This is an optimization exercise on Yosys and OpenROAD, whose aim is small area, not a production implementation. In this exercise RTL edits were held to simulation tests only and were not proved equivalent to the original. Power figures rest on the tool's default switching activity, not on a simulated workload.

==> flow/config.mk <==
export PLATFORM = sky130hd
export DESIGN_NAME = udp_test_source
export DESIGN_NICKNAME = udp_test_source
export VERILOG_FILES = /design/flow/design.v
export SDC_FILE = /design/flow/constraint.sdc
export NUM_CORES = 4
export LEC_CHECK = 0
export CAP_MARGIN = 20
export CORE_MARGIN = 2
export CORE_UTILIZATION = 50
export CTS_CLUSTER_DIAMETER = 100
export CTS_CLUSTER_SIZE = 25
export SLEW_MARGIN = 20
export SYNTH_HIERARCHICAL = 1
export SYNTH_MINIMUM_KEEP_SIZE = 0
==> flow/constraint.sdc <==
create_clock -name core_clock -period 5.0 [get_ports {sys_clk_100MHz}]
set_input_delay 1.0000 -clock core_clock [delete_from_list [all_inputs] [get_ports {sys_clk_100MHz}]]
set_output_delay 1.0000 -clock core_clock [all_outputs]
set_load 0.01 [all_outputs]
==> flow/design.v <==
`default_nettype none
package udp_src_pkg;
  typedef logic [63:0] axis_data_t;
  typedef logic [7:0]  axis_keep_t;
  typedef logic [15:0] pkt_seq_t;
  typedef logic [1:0]  beat_idx_t;
  typedef enum logic {
    fr_idle,
    fr_send
  } framer_state_t;
  localparam int unsigned BEATS_PER_PKT = 4;
  localparam axis_keep_t  KEEP_ALL      = 8'hff;
  localparam axis_data_t GREETING_0 = 64'h72_66_20_6f_6c_6c_65_48;
  localparam axis_data_t GREETING_1 = 64'h20_41_47_50_46_20_6d_6f;
  localparam axis_data_t GREETING_2 = 64'h20_2e_6f_6e_20_54_4b_50;
  localparam logic [7:0] HEX_LOWER_A = 8'h61;
endpackage
`default_nettype wire
`default_nettype none
module ring_aoi3 (
  input  wire [2:0] s,
  input  wire [2:0] d,
  output wire       y_n
);
  assign y_n = ~|(s & d);
endmodule
`default_nettype wire
`default_nettype none
module ring_oai2 (
  input  wire s0,
  input  wire d0,
  input  wire s1,
  input  wire d1,
  output wire y_n
);
  assign y_n = ~((d0 | s0) & (d1 | s1));
endmodule
`default_nettype wire
`default_nettype none
module udp_test_source #(
  parameter int unsigned PKT_INTERVAL = 10,
  parameter int unsigned ECHO_DEPTH   = 16
) (
  input  wire                          sys_clk_100MHz,
  input  wire                          tx_axis_aresetn,
  input  wire                          mmcm_locked,
  input  wire                          gen_sel,
  input  wire udp_src_pkg::axis_data_t echo_in_data,
  input  wire udp_src_pkg::axis_keep_t echo_in_keep,
  input  wire                          echo_in_valid,
  input  wire                          echo_in_last,
  input  wire                          tx_ready,
  output wire                          udp_enable,
  output wire                          sfp_tx_disable,
  output wire                          echo_in_ready,
  output wire udp_src_pkg::axis_data_t tx_data,
  output wire udp_src_pkg::axis_keep_t tx_keep,
  output wire                          tx_valid,
  output wire                          tx_last
);
  localparam int SLOTS   = ECHO_DEPTH + 2;           
  localparam int TIMER_W = (PKT_INTERVAL > 1) ? $clog2(PKT_INTERVAL) : 1;
  localparam int DW      = 73;                       
  logic [1:0] lock_q;
  logic       sfp_dis_q;
  always_ff @(posedge sys_clk_100MHz or negedge tx_axis_aresetn) begin
    if (!tx_axis_aresetn) begin
      lock_q    <= 2'b00;
      sfp_dis_q <= 1'b1;
    end else begin
      lock_q    <= {lock_q[0], mmcm_locked};
      sfp_dis_q <= ~lock_q[1];
    end
  end
  assign udp_enable     = lock_q[1];
  assign sfp_tx_disable = sfp_dis_q;
  logic [TIMER_W-1:0] timer_q;
  logic               req_valid;
  logic               fr_send;
  logic [1:0]         beat_q;
  logic [15:0]        seq_q;      
  logic               in_pkt_q, sel_q, tx_valid_q;
  logic [4:0]         cnt_q;      
  logic [DW:0]        mem [SLOTS];
  logic expire, cur_sel, take, src_valid, src_last, xfer, echo_take;
  logic echo_valid, wr_en;
  logic [4:0] wpos;
  assign expire        = lock_q[1] && (timer_q == TIMER_W'(PKT_INTERVAL - 1));
  assign echo_valid    = (cnt_q != 5'd0);
  assign echo_in_ready = (cnt_q != 5'(SLOTS - 1));
  assign wr_en         = echo_in_valid && echo_in_ready;
  assign cur_sel   = in_pkt_q ? sel_q : gen_sel;
  assign take      = !tx_valid_q || tx_ready;
  assign src_valid = cur_sel ? fr_send : echo_valid;
  assign src_last  = cur_sel ? (beat_q == 2'd3) : (mem[1][DW-1] ^ mem[1][DW]);
  assign xfer      = take && src_valid;
  assign echo_take = xfer && !cur_sel;
  assign wpos      = echo_take ? cnt_q : cnt_q + 5'd1;
  always_ff @(posedge sys_clk_100MHz or negedge tx_axis_aresetn) begin
    if (!tx_axis_aresetn) begin
      timer_q    <= '0;
      req_valid  <= 1'b0;
      fr_send    <= 1'b0;
      beat_q     <= 2'd0;
      seq_q      <= '0;
      in_pkt_q   <= 1'b0;
      sel_q      <= 1'b1;
      tx_valid_q <= 1'b0;
      cnt_q      <= '0;
    end else begin
      if (!lock_q[1] || expire) timer_q <= '0;
      else                      timer_q <= timer_q + 1'b1;
      if (expire && (!req_valid || !fr_send)) req_valid <= 1'b1;
      else if (req_valid && !fr_send)         req_valid <= 1'b0;
      if (!fr_send) begin
        if (req_valid) fr_send <= 1'b1;
      end else if (xfer && cur_sel) begin
        if (beat_q == 2'd3) fr_send <= 1'b0;
        if (beat_q == 2'd3) seq_q <= seq_q + 1'b1;
        beat_q <= beat_q + 1'b1;
      end
      if (xfer) begin
        in_pkt_q <= !src_last;
        sel_q    <= cur_sel;
      end
      if (take) tx_valid_q <= src_valid;
      cnt_q <= cnt_q + 5'(wr_en) - 5'(echo_take);
    end
  end
  logic        gen_take;
  logic [63:0] gen_data;
  logic [DW:0] gen_word;
  function automatic logic [7:0] hex(input logic [3:0] n);
    hex = (n < 4'd10) ? (8'h30 + {4'd0, n}) : (8'h57 + {4'd0, n});
  endfunction
  always_comb begin
    case (beat_q)
      2'd0:    gen_data = udp_src_pkg::GREETING_0;
      2'd1:    gen_data = udp_src_pkg::GREETING_1;
      2'd2:    gen_data = udp_src_pkg::GREETING_2;
      default: gen_data = {hex(seq_q[3:0]), hex(seq_q[7:4]),
                           hex(seq_q[11:8]), hex(seq_q[15:12]), 32'h30303030};
    endcase
  end
  assign gen_take = xfer && cur_sel;
  assign gen_word = {1'b0, beat_q == 2'd3, 8'hff, gen_data};
  logic [DW:0] din;
  assign din = {1'b0, echo_in_last, echo_in_keep, echo_in_data};
  for (genvar g = 0; g < SLOTS; g++) begin : g_slot
    logic w, sh, h;
    logic [DW:0] nxt;
    assign w  = wr_en && (wpos == 5'(g));
    assign sh = echo_take && !w;
    assign h  = !echo_take && !w;
    if (g == 0) begin : g_tx
      logic h0;
      assign h0 = !echo_take && !gen_take;
      for (genvar b = 0; b <= DW; b++) begin : g_bit
        assign nxt[b] = ~(h0 && mem[0][b] || echo_take && mem[1][b] || gen_take && gen_word[b]);
      end
    end else if (g == SLOTS - 1) begin : g_top
      for (genvar b = 0; b < DW; b++) begin : g_bit
        ring_oai2 u_oai (
          .s0 (w), .d0 (mem[g][b]),
          .s1 (!w), .d1 (din[b]),
          .y_n (nxt[b])
        );
      end
      assign nxt[DW] = ~(mem[g][DW] && !w);
    end else begin : g_mid
      for (genvar b = 0; b < DW; b++) begin : g_bit
        ring_aoi3 u_aoi (
          .s   ({w, sh, h}),
          .d   ({din[b], mem[g+1][b], mem[g][b]}),
          .y_n (nxt[b])
        );
      end
      assign nxt[DW] = ~(sh && mem[g+1][DW] || h && mem[g][DW]);
    end
    always_ff @(posedge sys_clk_100MHz)
      mem[g] <= nxt;
  end
  assign tx_valid = tx_valid_q;
  assign tx_data  = mem[0][63:0]  ^ {64{mem[0][DW]}};
  assign tx_keep  = mem[0][71:64] ^ {8{mem[0][DW]}};
  assign tx_last  = mem[0][72]    ^ mem[0][DW];
endmodule
`default_nettype wire
==> flow/flow/run.sh <==
#!/bin/bash
set -euo pipefail
bash standard.sh finish \
  CTS_ARGS="-sink_clustering_enable -repair_clock_nets -dont_use_dummy_load -sink_clustering_size 25 -sink_clustering_max_diameter 100" \
  BUFFER_PORTS_ARGS="-buffer_cell sky130_fd_sc_hd__buf_1" \
  > standard_flow.log 2>&1
==> flow/standard.sh <==
#!/bin/bash
# synth_recipe.tcl (not shown) runs the flow's synth.tcl, then flattens the netlist and writes it again
# the make line also repeats each setting of config.mk as NAME=value (left out here)
make -C /OpenROAD-flow-scripts/flow DESIGN_CONFIG=/design/flow/config.mk WORK_HOME=/design/flow/orfs CLKGATE_MAP_FILE= SYNTH_SCRIPT=/design/flow/synth_recipe.tcl "${@:-finish}"
==> results.ini, run 1 <==
[timing]
max_clock_freq_mhz=218
tightest_slew_ps=1240
final.setup.worst_slack_ps=423
hold_ws_ps=357
setup_viol=0
fin_crit_sh_pct=91.5
finClkSkew_ps=80.3
final_hold_viol_count=0
rsz0062_at_grt=no
drv_slew=0
period_minus_slack_ps=4580
relSlewSlack_pct=17.7

[clock_tree]
cts_resized=0
clock_sinks=1367
post_cts_buffers=0
cts-buffers-inserted=60
clk_pin_slew_ps=100
cts_root_buffer=clkbuf_16
cts_tree=built
insertion_delay_ps=700
cts_hold_buf=0
htreeDepth=2
cts.path.max_buffers=3

[floorplanning]
row_count=108
die-width_microns=300
core_sq_um=86800
initial_core_util_pct=50.4
die_y_microns=300
top_level_ports=156
dieArea_sq_um=89900

[finish]
layout.cells.non_filler=4600
final_cell_mix=dfxtp_1, a222oi_1, buf_1
layout_commonest_cell=dfxtp_1
syn_to_final_growth_pct=11.6
drive_gt1_share_pct=6.60
final_nets=3550
fin_area_sq_um=48800

[placement]
gp_congestion=0.837
place_area_sq_um=47300
io_buffers=155
place_inst=4532
dp_slack_ps=305
dp_hpwl_microns=80800

[grt]
track_usage_pct=32.0
antenna_found_initial=11
grt_first_pass_wirelength_microns=225000
grt_pass1_vias=35800
grt_max_degree=74
overflow=0

[yosys]
synth_cell_types=72
async_reset_ff_share_pct=2.56
synth_cells=3191
synthAdderAreaFrac_pct=0.875
synth_ff_type=dfxtp_1
muxShareOfSynthArea_pct=0.174
yosys_register_bits=1367
synth_top_family_by_area=compound AO/OA/AOI/OAI gates
synth_area_sq_um=43700
syn-num-nets=3300
avgSynthCellArea_sq_um=13.7
synthSimpleGateAreaFrac_pct=1.73
synth-compound-area-share_pct=31.4
yosys.area.top_type=dfxtp_1
synth_area_leaders=dfxtp_1, a222oi_1, dfrtp_1
synth_xor_area_share_pct=2.00
yosysSeqAreaShare_pct=63.0
synth_top_area_share_pct=61.0
synth-edff-count=0
ys_warn_count=9

[worst_setup_path]
end_kind=flop
critPathBufInv=2
cp_top_family=simple AND/OR/NAND/NOR gates
worstSetupStartpointType=flop
crit_type=flop to flop
cp_slowest_cell=nor3_4
required_ps=5450
worst-path-max-fanout=54
ff2ff_path_depth=8
reg2reg_slack_ps=420
cp_cell_sequence=inv_1 -> ha_1 -> nand3_1 -> nand2_1 -> or3_1 -> nor3_4 -> buf_4 -> a222oi_1
cp.depth=8
arrival_ps=5030
cp_slowest_stage_delay_ps=970

[hold_path]
min_path_cells=0
worstHoldPathType=flop to flop

[routing]
drc_errors=0
drt_iter0_drc=9092
routed_wl_microns=150000
final_antenna_net_count=0
wl_per_cell_microns=32.6
num_vias=37000
via_per_inst=8.04
firstDrtPassIters=17

[power]
max-vdd-ir-drop_mv=0.672
powerDensity_nw_per_um2=876
p_total_uw=42800
power.leakage_uw=0.0176

[run]
maxCapViolCount=0

[status]
outcome=no timing/DRC/antenna violations

-- report_power, final --
group	switching [uW]	total [uW]	leakage, uW	internal [uW]
clock	3270	5420	0.000739	2140
combinational	9700	16800	0.00516	7050
sequential	3490	20600	0.0117	17100
-- registers in the layout, indices dropped and copies added, names as in the netlist --
register,flops
cnt_q,5
fr_send,1
seq_q,16
beat_q,2
req_valid,1
tx_valid_q,1
lock_q,2
in_pkt_q,1
mem,1332
sfp_dis_q,1
sel_q,1
timer_q,4
-- cell type report --
class,count,area (sq um)
clock buffers,60,1500
well taps,1155,1450
flip-flops and latches,1367,27500
fillers,7202,37900
diodes,6,15.0
inverters,25,96.3
multi-input cells,1739,16600
repair buffers,248,1630
-- synthesized netlist by cell type, drive strengths merged, types with 7 or more instances --
master,count
a21oi,13
a221oi,26
a222oi,1195
a22oi,14
a31oi,33
a32o,12
buf,27
clkbuf,33
dfrtp,33
dfxtp,1332
ha,29
inv,25
nand2,64
nand3,12
nand4,8
nor2,27
nor3,21
o21ai,17
o22ai,84
o31ai,7
xnor2,20
xor2,80
-- worst paths after layout --
kind / start / to
worst max-delay path: cnt_q[3]$_DFF_PN0_ / mem[9][62]$_DFF_P_
worst min-delay path: lock_q[0]$_DFF_PN0_ / lock_q[1]$_DFF_PN0_
worst max register to register: cnt_q[3]$_DFF_PN0_ / mem[9][62]$_DFF_P_
worst min register to register: lock_q[0]$_DFF_PN0_ / lock_q[1]$_DFF_PN0_
max in group asynchronous: tx_axis_aresetn / tx_valid_q$_DFFE_PN0P_
min in group asynchronous: tx_axis_aresetn / lock_q[1]$_DFF_PN0_
-- through the flow --
step,setup TNS [ps],utilization (%)
CTS,0,56.2
finish,0,56.3
detailed placement,0,54.5
floorplan,-238160,-
global placement,0,54.4
global route,0,56.3
-- modules after synthesis, one instance, submodules excluded --
module	flip-flops and latches	times used
ring_oai2	0	73
udp_test_source	1367	1
ring_aoi3	0	1168
-- logic make-up (layout without fill, tap and decap cells) --
family | after synthesis | after routing
compound gates | 1443 | 1443
xor+xnor | 100 | 100
fa+ha+maj | 30 | 30
buf+inv | 85 | 333
flops | 1367 | 1367
mux | 7 | 7
other cells | 0 | 6
simple gates | 159 | 159
-- layer usage --
metal / up-vias / global-route usage, % / routed length (microns)
met3: 275 / 6.94 / 19400
met4: 4 / 11.2 / 4300
met5: - / 0 / 38
met1: 18700 / 43.5 / 58700
li1: 15500 / - / -
met2: 2450 / 50.4 / 67600
==> run 2: changes to the inputs <==
--- a/flow/design.v
+++ b/flow/design.v
@@ -60,4 +60,5 @@
 );
   localparam int SLOTS   = ECHO_DEPTH + 2;           
+  localparam int CNT_W   = $clog2(SLOTS);
   localparam int TIMER_W = (PKT_INTERVAL > 1) ? $clog2(PKT_INTERVAL) : 1;
   localparam int DW      = 73;                       
@@ -81,12 +82,12 @@
   logic [15:0]        seq_q;      
   logic               in_pkt_q, sel_q, tx_valid_q;
-  logic [4:0]         cnt_q;      
+  logic [CNT_W-1:0]   cnt_q;      
   logic [DW:0]        mem [SLOTS];
   logic expire, cur_sel, take, src_valid, src_last, xfer, echo_take;
   logic echo_valid, wr_en;
-  logic [4:0] wpos;
+  logic [CNT_W-1:0] wpos;
   assign expire        = lock_q[1] && (timer_q == TIMER_W'(PKT_INTERVAL - 1));
-  assign echo_valid    = (cnt_q != 5'd0);
-  assign echo_in_ready = (cnt_q != 5'(SLOTS - 1));
+  assign echo_valid    = (cnt_q != '0);
+  assign echo_in_ready = (cnt_q != CNT_W'(SLOTS - 1));
   assign wr_en         = echo_in_valid && echo_in_ready;
   assign cur_sel   = in_pkt_q ? sel_q : gen_sel;
@@ -96,5 +97,5 @@
   assign xfer      = take && src_valid;
   assign echo_take = xfer && !cur_sel;
-  assign wpos      = echo_take ? cnt_q : cnt_q + 5'd1;
+  assign wpos      = echo_take ? cnt_q : cnt_q + 1'b1;
   always_ff @(posedge sys_clk_100MHz or negedge tx_axis_aresetn) begin
     if (!tx_axis_aresetn) begin
@@ -125,5 +126,5 @@
       end
       if (take) tx_valid_q <= src_valid;
-      cnt_q <= cnt_q + 5'(wr_en) - 5'(echo_take);
+      cnt_q <= cnt_q + CNT_W'(wr_en) - CNT_W'(echo_take);
     end
   end
@@ -150,5 +151,5 @@
     logic w, sh, h;
     logic [DW:0] nxt;
-    assign w  = wr_en && (wpos == 5'(g));
+    assign w  = wr_en && (wpos == CNT_W'(g));
     assign sh = echo_take && !w;
     assign h  = !echo_take && !w;
==> run 2 against run 1 <==
Combinational power about the same. Still clean. Sequential cell count stayed put. First-iteration DRC count did not move. Clock power barely moved.
==> results.ini, run 2 <==
[status]
outcome=no timing/DRC/antenna violations

[power]
p_comb_share_pct=39.2
powerDensity_nw_per_um2=876
clkPwrFrac_pct=12.7
intPower_uw=26300
switching_share_pct=38.5
p_seq_share_pct=48.1
power.leakage_uw=0.0176
max-vdd-ir-drop_mv=0.672
p_switching_uw=16500

[timing]
finClkSkew_ps=80.3
drv_slew=0
max_clock_freq_mhz=218
relSlewSlack_pct=17.7
final_hold_viol_count=0
period_minus_slack_ps=4580
rsz0062_at_grt=no
setup_tns_ps=0
setup_viol=0
fin_crit_sh_pct=91.5
tightest_slew_ps=1240

[yosys]
synth_area_sq_um=43700
async_reset_ff_share_pct=2.56
synth-edff-count=0
synth_top_area_share_pct=61.0
synth_cells=3191
ys_warn_count=9
avgSynthCellArea_sq_um=13.7
yosys.area.top_type=dfxtp_1
synth_commonest_cells=dfxtp_1, a222oi_1, o22ai_1
yosysSeqAreaShare_pct=63.0
synth_cell_types=72
syn-num-nets=3300
yosys_register_bits=1367
yosysMostFrequentCell=dfxtp_1
synth_ff_type=dfxtp_1
synth_area_leaders=dfxtp_1, a222oi_1, dfrtp_1

[clock_tree]
cts_resized=0
clock_sinks=1367
cts-buffers-inserted=60
post_cts_buffers=0
htreeDepth=2
cts_root_buffer=clkbuf_16
cts_tree=built
cts.path.max_buffers=3
clk_pin_slew_ps=100
insertion_delay_ps=700
cts_hold_buf=0

[worst_setup_path]
cp_slowest_stage_delay_ps=970
arrival_ps=5030
reg2reg_to=mem[9][62]$_DFF_P_
worstSetupStartpointType=flop
cp_top_family=simple AND/OR/NAND/NOR gates
critPathBufInv=2
cp_cell_sequence=inv_1 -> ha_1 -> nand3_1 -> nand2_1 -> or3_1 -> nor3_4 -> buf_4 -> a222oi_1
cp_slowest_cell=nor3_4
ff2ff_path_depth=8
end_kind=flop
crit_type=flop to flop
worstReg2RegStart=cnt_q[3]$_DFF_PN0_
reg2reg_slack_ps=420
worst-path-max-fanout=54
required_ps=5450

[routing]
routed_wl_microns=150000
drc_errors=0
final_antenna_net_count=0
wl_per_cell_microns=32.6
drt_iter0_drc=9092
num_vias=37000
firstDrtPassIters=17
via_per_inst=8.04

[placement]
io_buffers=155
gp_congestion=0.837
place_inst=4532
dp_hpwl_microns=80800

[grt]
busiest_layer=met2
grt_pass1_vias=35800
antenna_found_initial=11
grt_first_pass_wirelength_microns=225000
grt_use_met3_pct=6.94
grt.met2_usage_pct=50.4
overflow=0
track_usage_pct=32.0
grt_max_degree=74
global_route.usage.met1_pct=43.5

[hold_path]
min_from=lock_q[0]$_DFF_PN0_
whs_endpoint=lock_q[1]$_DFF_PN0_
worstHoldPathType=flop to flop
min_path_cells=0

[finish]
layout_commonest_cell=dfxtp_1
drive_gt1_share_pct=6.60
final_cell_mix=dfxtp_1, a222oi_1, buf_1
regMostFlops=mem
reg_top3=mem: 1332 flops, seq_q: 16 flops, cnt_q: 5 flops
finish.utilization_pct=56.3
layout.cells.non_filler=4600
final_nets=3550
syn_to_final_growth_pct=11.6
largest_reg_flops=1332

[floorplanning]
row_count=108
die_y_microns=300
dieArea_sq_um=89900
core_sq_um=86800
initial_core_util_pct=50.4
top_level_ports=156
die-width_microns=300

[run]
maxCapViolCount=0

[run 2: cell counts after synthesis]
No cell type changed its count.
[run 2: stage by stage]
step / worst slack, ps / power, uW / area (sq um) / hold slack (ps)
after CTS: 540 / 42500 / 48800 / 358
after detailed placement: 305 / 37100 / 47300 / 336
after floorplan: -577 / 30500 / 44000 / 331
after global placement: 401 / 36300 / 47200 / 345
final: 423 / 42800 / 48800 / 357
after global routing: 122 / 44800 / 48800 / 374
[run 2: Yosys stat by module, one instance, submodules excluded]
module           copies in the design  cell area [sq um]
ring_aoi3                        1168               10.0
udp_test_source                     1              31600
ring_oai2                          73               6.26
[run 2: cell families (layout without fill, tap and decap cells)]
kind of cell             after synthesis  count (layout)  synth area share, %
other                                  0               6                    0
AO/OA/AOI/OAI                       1443            1443                 31.4
AND/OR/NAND/NOR                      159             159                 1.73
multiplexers                           7               7                0.174
flip-flops                          1367            1367                 63.0
buffers and inverters                 85             333                0.838
adder cells (fa/ha/maj)               30              30                0.875
XOR/XNOR                             100             100                 2.00
[run 2: per-layer routing]
layer	vias to the layer above	part of all wire (%)
li1	15500	-
met1	18700	39
met2	2450	45
met3	275	13
met4	4	2.9
met5	-	0.025
[run 2: cell type report]
| cell class | instances | area [sq um] |
|---|---|---|
| tap | 1155 | 1450 |
| fill | 7202 | 37900 |
| multi-input combinational | 1739 | 16600 |
| sequential | 1367 | 27500 |
| inverter | 25 | 96.3 |
| timing repair buffer | 248 | 1630 |
| clock buffer | 60 | 1500 |
| antenna | 6 | 15.0 |
[run 2: power groups by stage]
| stage | Combinational, uW | Sequential [uW] | Clock [uW] |
|---|---|---|---|
| finish | 16800 | 20600 | 5420 |
| global route | 17800 | 21100 | 5870 |
| CTS | 16500 | 20500 | 5500 |
| detailed placement | 16500 | 20700 | 0 |
| global placement | 15800 | 20400 | 0 |
| floorplan | 11000 | 19500 | 0 |
[run 2: how the worst max path moves through the flow]
stage / start / to / slack [ps] / cells after the start
global placement: tx_ready / mem[9][1]$_DFF_P_ / 400 / 7
finish: cnt_q[3]$_DFF_PN0_ / mem[9][62]$_DFF_P_ / 420 / 8
global route: cnt_q[0]$_DFF_PN0_ / cnt_q[4]$_DFF_PN0_ / 120 / 14
detailed placement: tx_ready / mem[9][18]$_DFF_P_ / 310 / 7
floorplan: gen_sel / mem[2][0]$_DFF_P_ / -580 / 7
CTS: cnt_q[0]$_DFF_PN0_ / cnt_q[4]$_DFF_PN0_ / 540 / 14

-- separate check: timing with driven ports --
No port has a modelled driver above. Below, the same layouts with a new extraction and two added sets of constraints.
Step 1: set_driving_cell puts a clkbuf_16 on sys_clk_100MHz and a buf_2 on each other input, an assumption about the parent block.
Step 2 also shifts input and output timing later by t, the mid clock arrival at the registers, as if the neighbouring blocks saw the same clock.
Slacks: ideal / step 1 / step 2; pairs: ideal / step 1.
run | t, ns | slack for setup (ns) | slew at the worst register clock pin (ns) | worst data-port slew with drivers (ns)
run 1 | 0.736 | 0.423 / 0.423 / 0.066 | 0.10 / 0.10 | 0.15
run 2 | 0.736 | 0.423 / 0.423 / 0.066 | 0.10 / 0.10 | 0.15
After both steps setup and hold are still met in every run listed.
